Context: an optimization exercise on an open-source flow, tuned for small area, a short achievable clock period and few clock cycles per item. The choices shown serve that exercise and are no tape-out recipe.
Power figures rest on the tool's default switching activity, not on a simulated workload.

build 37:
Design rnn_step_top, start of the top module:
module rnn_step_top (
    input  logic                            clk,
    input  logic                            reset,
    input  logic                            execute,
    input  logic [7-1:0]             token,
    output logic [27-1:0]              mem_a_addr,
    output logic                            mem_a_read,
    input  logic [16-1:0]              mem_a_data,
    input  logic                            mem_a_valid,
    output logic [27-1:0]              mem_b_addr,
    output logic                            mem_b_read,
    input  logic [16-1:0]              mem_b_data,
    input  logic                            mem_b_valid,
    output logic [8*16-1:0] hidden_state,
    output logic                            done
);
Settings: LEC_CHECK=0, CAP_MARGIN=20, CORE_MARGIN=2, CORE_UTILIZATION=40, CTS_CLUSTER_DIAMETER=90, CTS_CLUSTER_SIZE=32, SLEW_MARGIN=20; clock period 10.0 ns.
standard.sh (not shown) runs the stock make flow with config.mk's settings and CLKGATE_MAP_FILE= SYNTH_SCRIPT=/design/flow/synth_recipe.tcl, a recipe that flattens the netlist after the stock synthesis.
==> flow/flow/run.sh <==
#!/bin/bash
# Standard layout, with small port buffers and timing repair aimed below the clock period.
set -euo pipefail
extra=(
  "BUFFER_PORTS_ARGS=-buffer_cell sky130_fd_sc_hd__buf_2"
  "SETUP_SLACK_MARGIN=6.8"
  "ABC_CLOCK_PERIOD_IN_PS=3200"
)
bash standard.sh "${extra[@]}" finish > standard.log 2>&1
No stage failed in build 37, and the final checks on the layout all came back clean.
[inputs] build 38 vs build 37
- removing CTS_CLUSTER_DIAMETER (formerly 90)
- changing CORE_UTILIZATION from 40 to 60
- removing CTS_CLUSTER_SIZE (formerly 32)
Footprint of the multi-input gates of build 37 is on par with build 38.
Build 38 went all the way through the flow, and no timing, DRC or antenna check failed.
In build 38 the number of buffers inserted to repair setup after CTS turned out 1 lower than in build 37.
Between build 38 and build 37, the difference in highest achievable clock rate is negligible.
Between build 38 and build 37, it is build 38 whose x dimension of the die is lower, by 43 microns.
Per the comparison of build 38 with build 37, die height went down by 18%; per-cell via count in the routed design climbed 9.4%.
The final reports for build 38 and build 37 show instance area at placement lower in the former.
In the flow results for build 38 and build 37, the sequential fraction of design power is smaller on build 38.
Relative to build 38, the following input files were edited for build 58:
- CTS_CLUSTER_SIZE: unset -> 30
- CTS_CLUSTER_DIAMETER: unset -> 100
- CORE_UTILIZATION: 60 -> 40
--- outcome ---
Compared with build 38, build 58 shows aggregate global-route resource usage lower by 11 points.
Build 38 has lower register share of total power than build 58.
Compared with build 38, in build 58 utilization shows a reduction of 24 points; number of global-route vias before repair fell by about 0.4%; clock share of power fell by 6.8 points; detailed-router iteration count before antenna repair went down.
| die area | build 58 vs build 38 | 49% higher |
In build 58 relative to build 38, non-clock buffer count had gone down by a few percent.
Power: build 58 < build 38
Of build 58 and build 38, it is build 58 that has the lower met1 track demand over resource.
Build 58 ends up with lower via count normalized by instance count than build 38 does.
No functional check of the RTL was part of any run of this note.

========
The RTL this note starts from:
==> flow/design.v <==
`default_nettype none
package rnn_pkg;
    typedef logic signed [16-1:0] word_t;           
    function automatic logic [16-1:0] mul_q(input logic [16-1:0] a,
                                                 input logic [16-1:0] b);
        logic signed [2*16-1:0] prod;
        prod = $signed(a) * $signed(b);
        mul_q = prod[8 +: 16];
    endfunction
endpackage
`default_nettype wire
`default_nettype none
module rnn_step_top (
    input  logic                            clk,
    input  logic                            reset,
    input  logic                            execute,
    input  logic [7-1:0]             token,
    output logic [27-1:0]              mem_a_addr,
    output logic                            mem_a_read,
    input  logic [16-1:0]              mem_a_data,
    input  logic                            mem_a_valid,
    output logic [27-1:0]              mem_b_addr,
    output logic                            mem_b_read,
    input  logic [16-1:0]              mem_b_data,
    input  logic                            mem_b_valid,
    output logic [8*16-1:0] hidden_state,
    output logic                            done
);
    localparam logic [15:0] ONE_Q = 16'h0100;      
    logic       busy;
    logic       start;
    logic [6:0] token_q;
    logic       done_q;
    logic       finish;
    assign start = !busy && execute;
    assign done = done_q;
    logic       a_ph;
    logic [1:0] a_k;
    logic [3:0] a_s;
    logic       a_fin;
    logic       a_rd;
    logic [8:0] a_addr;
    logic       a_last;
    logic       a_n_ph;
    logic [1:0] a_n_k;
    logic [3:0] a_n_s;
    logic [8:0] a_n_addr;
    assign a_last = a_ph && (a_s[2:0] == 3'd7);
    always_comb
    begin
        a_n_ph = a_ph;
        a_n_k = a_k;
        a_n_s = a_s + 4'd1;
        if (!a_ph && a_s == 4'd8)
        begin
            a_n_s = 4'd0;
            a_n_k = a_k + 2'd1;
            if (a_k == 2'd3)
                a_n_ph = 1'b1;
        end
        if (!a_n_ph)
        begin
            if (a_n_s == 4'd0)
                a_n_addr = {token_q, a_n_k};
            else
                a_n_addr = 9'(300 + {a_n_s, a_n_k});
        end
        else
            a_n_addr = 9'(400 + a_n_s[2:0]);
    end
    always_ff @(posedge clk)
    begin
        if (reset)
        begin
            a_rd <= 1'b0;
            a_fin <= 1'b0;
        end
        else if (start)
        begin
            a_rd <= 1'b1;
            a_fin <= 1'b0;
        end
        else
        begin
            a_rd <= busy && mem_a_valid && !a_last;
            if (busy && mem_a_valid && a_last)
                a_fin <= 1'b1;
        end
    end
    always_ff @(posedge clk)
    begin
        if (start)
        begin
            a_ph <= 1'b0;
            a_k <= 2'd0;
            a_s <= 4'd0;
        end
        else if (mem_a_valid)
        begin
            a_ph <= a_n_ph;
            a_k <= a_n_k;
            a_s <= a_n_s;
        end
        a_addr <= busy ? a_n_addr : {token, 2'b00};
    end
    assign mem_a_read = a_rd;
    assign mem_a_addr = 27'(a_addr);
    logic [6:0] b_i;
    logic       b_fin;
    logic       b_rd;
    logic [8:0] b_addr;
    logic       b_last;
    logic [6:0] b_n_i;
    assign b_last = (b_i == 7'd71);
    assign b_n_i = b_i + 7'd1;
    always_ff @(posedge clk)
    begin
        if (reset)
        begin
            b_rd <= 1'b0;
            b_fin <= 1'b0;
        end
        else if (start)
        begin
            b_rd <= 1'b1;
            b_fin <= 1'b0;
        end
        else
        begin
            b_rd <= busy && mem_b_valid && !b_last;
            if (busy && mem_b_valid && b_last)
                b_fin <= 1'b1;
        end
    end
    always_ff @(posedge clk)
    begin
        if (start)
            b_i <= 7'd0;
        else if (mem_b_valid)
            b_i <= b_n_i;
        if (!busy)
            b_addr <= 9'd336;
        else if (b_n_i[6])
            b_addr <= 9'(344 + b_n_i);
        else
            b_addr <= 9'(336 + b_n_i);
    end
    assign mem_b_read = b_rd;
    assign mem_b_addr = 27'(b_addr);
    logic [15:0] e_q;
    logic [15:0] a_hold;
    logic        a_hold_v;
    logic        a_hold_bias;
    logic [2:0]  a_hold_row;
    logic        a_mul;           
    logic        a_bias;
    logic [2:0]  a_row;
    logic        b_bias;
    logic [2:0]  b_row;
    logic [15:0] b_h;
    assign a_mul = busy && mem_a_valid && (a_ph || a_s != 4'd0);
    assign a_bias = a_ph;
    assign a_row = a_ph ? a_s[2:0] : 3'(a_s - 4'd1);
    assign b_bias = b_i[6];
    assign b_row = b_i[6] ? b_i[2:0] : b_i[5:3];
    always_comb
    begin
        b_h = 16'd0;
        for (int j = 0; j < 8; j++)
            b_h = b_h | (hidden_state[j*16 +: 16] & {16{b_i[2:0] == 3'(j)}});
    end
    logic        p1_v;
    logic [7:0]  p1_row;         
    logic [15:0] p1_x;
    logic [7:0]  p1_neg;
    logic [7:0]  p1_one;
    logic [7:0]  p1_two;
    function automatic logic [23:0] booth_enc(input logic [15:0] y);
        logic [16:0] ye;
        logic [7:0]  neg;
        logic [7:0]  one;
        logic [7:0]  two;
        ye = {y, 1'b0};
        for (int i = 0; i < 8; i++)
        begin
            neg[i] = ye[2*i+2];
            one[i] = ye[2*i+1] ^ ye[2*i];
            two[i] = (ye[2*i+2] & ~ye[2*i+1] & ~ye[2*i])
                   | (~ye[2*i+2] & ye[2*i+1] & ye[2*i]);
        end
        booth_enc = {neg, one, two};
    endfunction
    logic [23:0] enc_b;
    logic [23:0] enc_a;
    logic        a_sel_bias;
    assign a_sel_bias = a_hold_v ? a_hold_bias : a_bias;
    assign enc_b = booth_enc(b_bias ? ONE_Q : b_h);
    assign enc_a = booth_enc(a_sel_bias ? ONE_Q : e_q);
    always_ff @(posedge clk)
    begin
        if (reset || start)
        begin
            p1_v <= 1'b0;
            a_hold_v <= 1'b0;
        end
        else
        begin
            p1_v <= (busy && mem_b_valid) || a_hold_v || a_mul;
            a_hold_v <= a_mul && mem_b_valid;
        end
    end
    always_ff @(posedge clk)
    begin
        if (mem_a_valid && !a_ph && a_s == 4'd0)
            e_q <= mem_a_data;
        a_hold <= mem_a_data;
        a_hold_bias <= a_bias;
        a_hold_row <= a_row;
        if (busy && mem_b_valid)
        begin
            p1_row <= 8'(1) << b_row;
            p1_x <= mem_b_data;
            {p1_neg, p1_one, p1_two} <= enc_b;
        end
        else
        begin
            p1_row <= 8'(1) << (a_hold_v ? a_hold_row : a_row);
            p1_x <= a_hold_v ? a_hold : mem_a_data;
            {p1_neg, p1_one, p1_two} <= enc_a;
        end
    end
    logic [23:0] row_pp [0:8];
    logic [17:0] m_sel  [0:7];
    logic [17:0] v_pp   [0:7];
    logic [17:0] x_ext;
    assign x_ext = {{2{p1_x[15]}}, p1_x};
    always_comb
    begin
        for (int i = 0; i < 8; i++)
        begin
            m_sel[i] = ({18{p1_one[i]}} & x_ext) | ({18{p1_two[i]}} & {x_ext[16:0], 1'b0});
            v_pp[i] = m_sel[i] ^ {18{p1_neg[i]}};
        end
        for (int i = 0; i < 9; i++)
            row_pp[i] = 24'd0;
        for (int i = 0; i < 4; i++)
            row_pp[i][2*i +: 18] = {~v_pp[i][17], v_pp[i][16:0]};
        for (int i = 4; i < 8; i++)
            for (int b = 2*i; b < 24; b++)
                row_pp[i][b] = v_pp[i][b-2*i];
        for (int i = 0; i < 7; i++)
            row_pp[i+1][2*i] = p1_neg[i];
        row_pp[8] = 24'h560000;
        row_pp[8][14] = p1_neg[7];
    end
    function automatic logic [47:0] csa(input logic [23:0] a, input logic [23:0] b,
                                        input logic [23:0] c);
        logic [23:0] s;
        logic [23:0] k;
        s = a ^ b ^ c;
        k = (a & b) | (a & c) | (b & c);
        csa = {s, k[22:0], 1'b0};
    endfunction
    logic [23:0] t1s, t1c, t2s, t2c, t3s, t3c, t4s, t4c, t5s, t5c, t6s, t6c, t7s, t7c;
    always_comb
    begin
        {t1s, t1c} = csa(row_pp[0], row_pp[1], row_pp[2]);
        {t2s, t2c} = csa(row_pp[3], row_pp[4], row_pp[5]);
        {t3s, t3c} = csa(row_pp[6], row_pp[7], row_pp[8]);
        {t4s, t4c} = csa(t1s, t1c, t2s);
        {t5s, t5c} = csa(t2c, t3s, t3c);
        {t6s, t6c} = csa(t4s, t4c, t5s);
        {t7s, t7c} = csa(t6s, t6c, t5c);
    end
    logic        p2_v;
    logic [7:0]  p2_row;         
    logic [23:0] p2_s;
    logic [23:0] p2_c;
    always_ff @(posedge clk)
    begin
        if (reset || start)
            p2_v <= 1'b0;
        else
            p2_v <= p1_v;
        p2_row <= p1_row;
        p2_s <= t7s;
        p2_c <= t7c;
    end
    logic [15:0] acc [0:7];
    logic [7:0]  touched;
    logic [15:0] acc_q;
    logic [8:0]  lo_sum;
    logic [15:0] c3s;
    logic [15:0] c3c;
    logic [15:0] acc_new;
    logic [15:0] acc_pick;
    always_comb
    begin
        acc_pick = 16'd0;
        for (int r = 0; r < 8; r++)
            acc_pick = acc_pick | (acc[r] & {16{p1_row[r] & touched[r]}});
    end
    always_comb
    begin
        lo_sum = {1'b0, p2_s[7:0]} + {1'b0, p2_c[7:0]};
        c3s = acc_q ^ p2_s[23:8] ^ p2_c[23:8];
        c3c = (acc_q & p2_s[23:8]) | (acc_q & p2_c[23:8]) | (p2_s[23:8] & p2_c[23:8]);
        acc_new = c3s + {c3c[14:0], lo_sum[8]};
    end
    always_ff @(posedge clk)
    begin
        if (reset || start)
            touched <= 8'd0;
        else if (p2_v)
            touched <= touched | p2_row;
        for (int r = 0; r < 8; r++)
            if (p2_v && p2_row[r])
                acc[r] <= acc_new;
        if (p2_v && (p2_row & p1_row) != 8'd0)
            acc_q <= acc_new;
        else
            acc_q <= acc_pick;
    end
    assign finish = busy && !done_q && a_fin && b_fin && !a_hold_v && !p1_v && !p2_v;
    always_ff @(posedge clk)
    begin
        if (reset)
        begin
            busy <= 1'b0;
            done_q <= 1'b0;
            hidden_state <= '0;
        end
        else
        begin
            if (start)
                busy <= 1'b1;
            else if (done_q)
                busy <= 1'b0;
            done_q <= finish;
            if (finish)
                for (int r = 0; r < 8; r++)
                    hidden_state[r*16 +: 16] <= acc[r];
        end
    end
    always_ff @(posedge clk)
    begin
        if (start)
            token_q <= token;
    end
endmodule
`default_nettype wire
export LEC_CHECK = 0
export CAP_MARGIN = 20
export CORE_MARGIN = 2
export CORE_UTILIZATION = 40
export SLEW_MARGIN = 20
create_clock -name core_clock -period 10.0 [get_ports {clk}]
==> flow/flow/run.sh <==
#!/bin/bash
# Standard layout, with small port buffers and timing repair aimed below the clock period.
set -euo pipefail
extra=(
  "BUFFER_PORTS_ARGS=-buffer_cell sky130_fd_sc_hd__buf_2"
  "SETUP_SLACK_MARGIN=6.8"
  "ABC_AREA=1"
)
bash standard.sh "${extra[@]}" finish > standard.log 2>&1
The first run passed the timing, design-rule and antenna checks.
==> next run, changes <==
--- a/flow/flow/run.sh
+++ b/flow/flow/run.sh
@@ -5,4 +5,4 @@
   "BUFFER_PORTS_ARGS=-buffer_cell sky130_fd_sc_hd__buf_2"
-  "SETUP_SLACK_MARGIN=6.8"
-  "ABC_AREA=1"
+  "SETUP_SLACK_MARGIN=7.0"
+  "ABC_CLOCK_PERIOD_IN_PS=3200"
 )
CTS_CLUSTER_DIAMETER = 120   (was default)
CTS_CLUSTER_SIZE = 26   (was default)
Total power rises by 0.81%.
First-iteration DRC count falls by 3.2%.
Design area barely changes.
Die area falls by 4.3%.
No run of this note included a check of the RTL's function; only the layout flow was run.

port drivers added, routing unchanged:
How much do the figures lean on ideal ports? The routed layouts below were timed once more, with nothing changed but the port constraints.
Step 1: set_driving_cell puts a clkbuf_16 on clk and a buf_2 on each other input, an assumption about the parent block.
Step 2 moves the port delays by t, midway between the first and last clock arrival at a register: inputs arrive t later, outputs are due t later. That takes back most of the time a late clock gives input paths.
Slacks: no drivers / after step 1 / after step 2; pairs: no drivers / after step 1.
run	t (ns)	slack for setup (ns)	latest minus earliest clock arrival (ns)	slew at the worst register clock pin (ns)	cell pins on the clock port's net
build 37	0.637	6.818 / 6.759 / 6.342	0.048 / 0.047	0.12 / 0.12	1
build 38	0.612	6.809 / 6.755 / 6.299	0.012 / 0.012	0.07 / 0.07	1
build 58	0.619	6.817 / 6.760 / 6.319	0.041 / 0.041	0.12 / 0.12	1
the first run of note 2	0.668	6.669 / 6.669 / 6.358	0.068 / 0.069	0.07 / 0.07	1
the second run of note 2	0.621	6.927 / 6.877 / 6.513	0.023 / 0.024	0.11 / 0.11	1
After both steps every run listed still meets setup and hold. The setup slack of build 38, which loses most, moves by -0.054 ns with the drivers and by -0.510 ns with both steps.
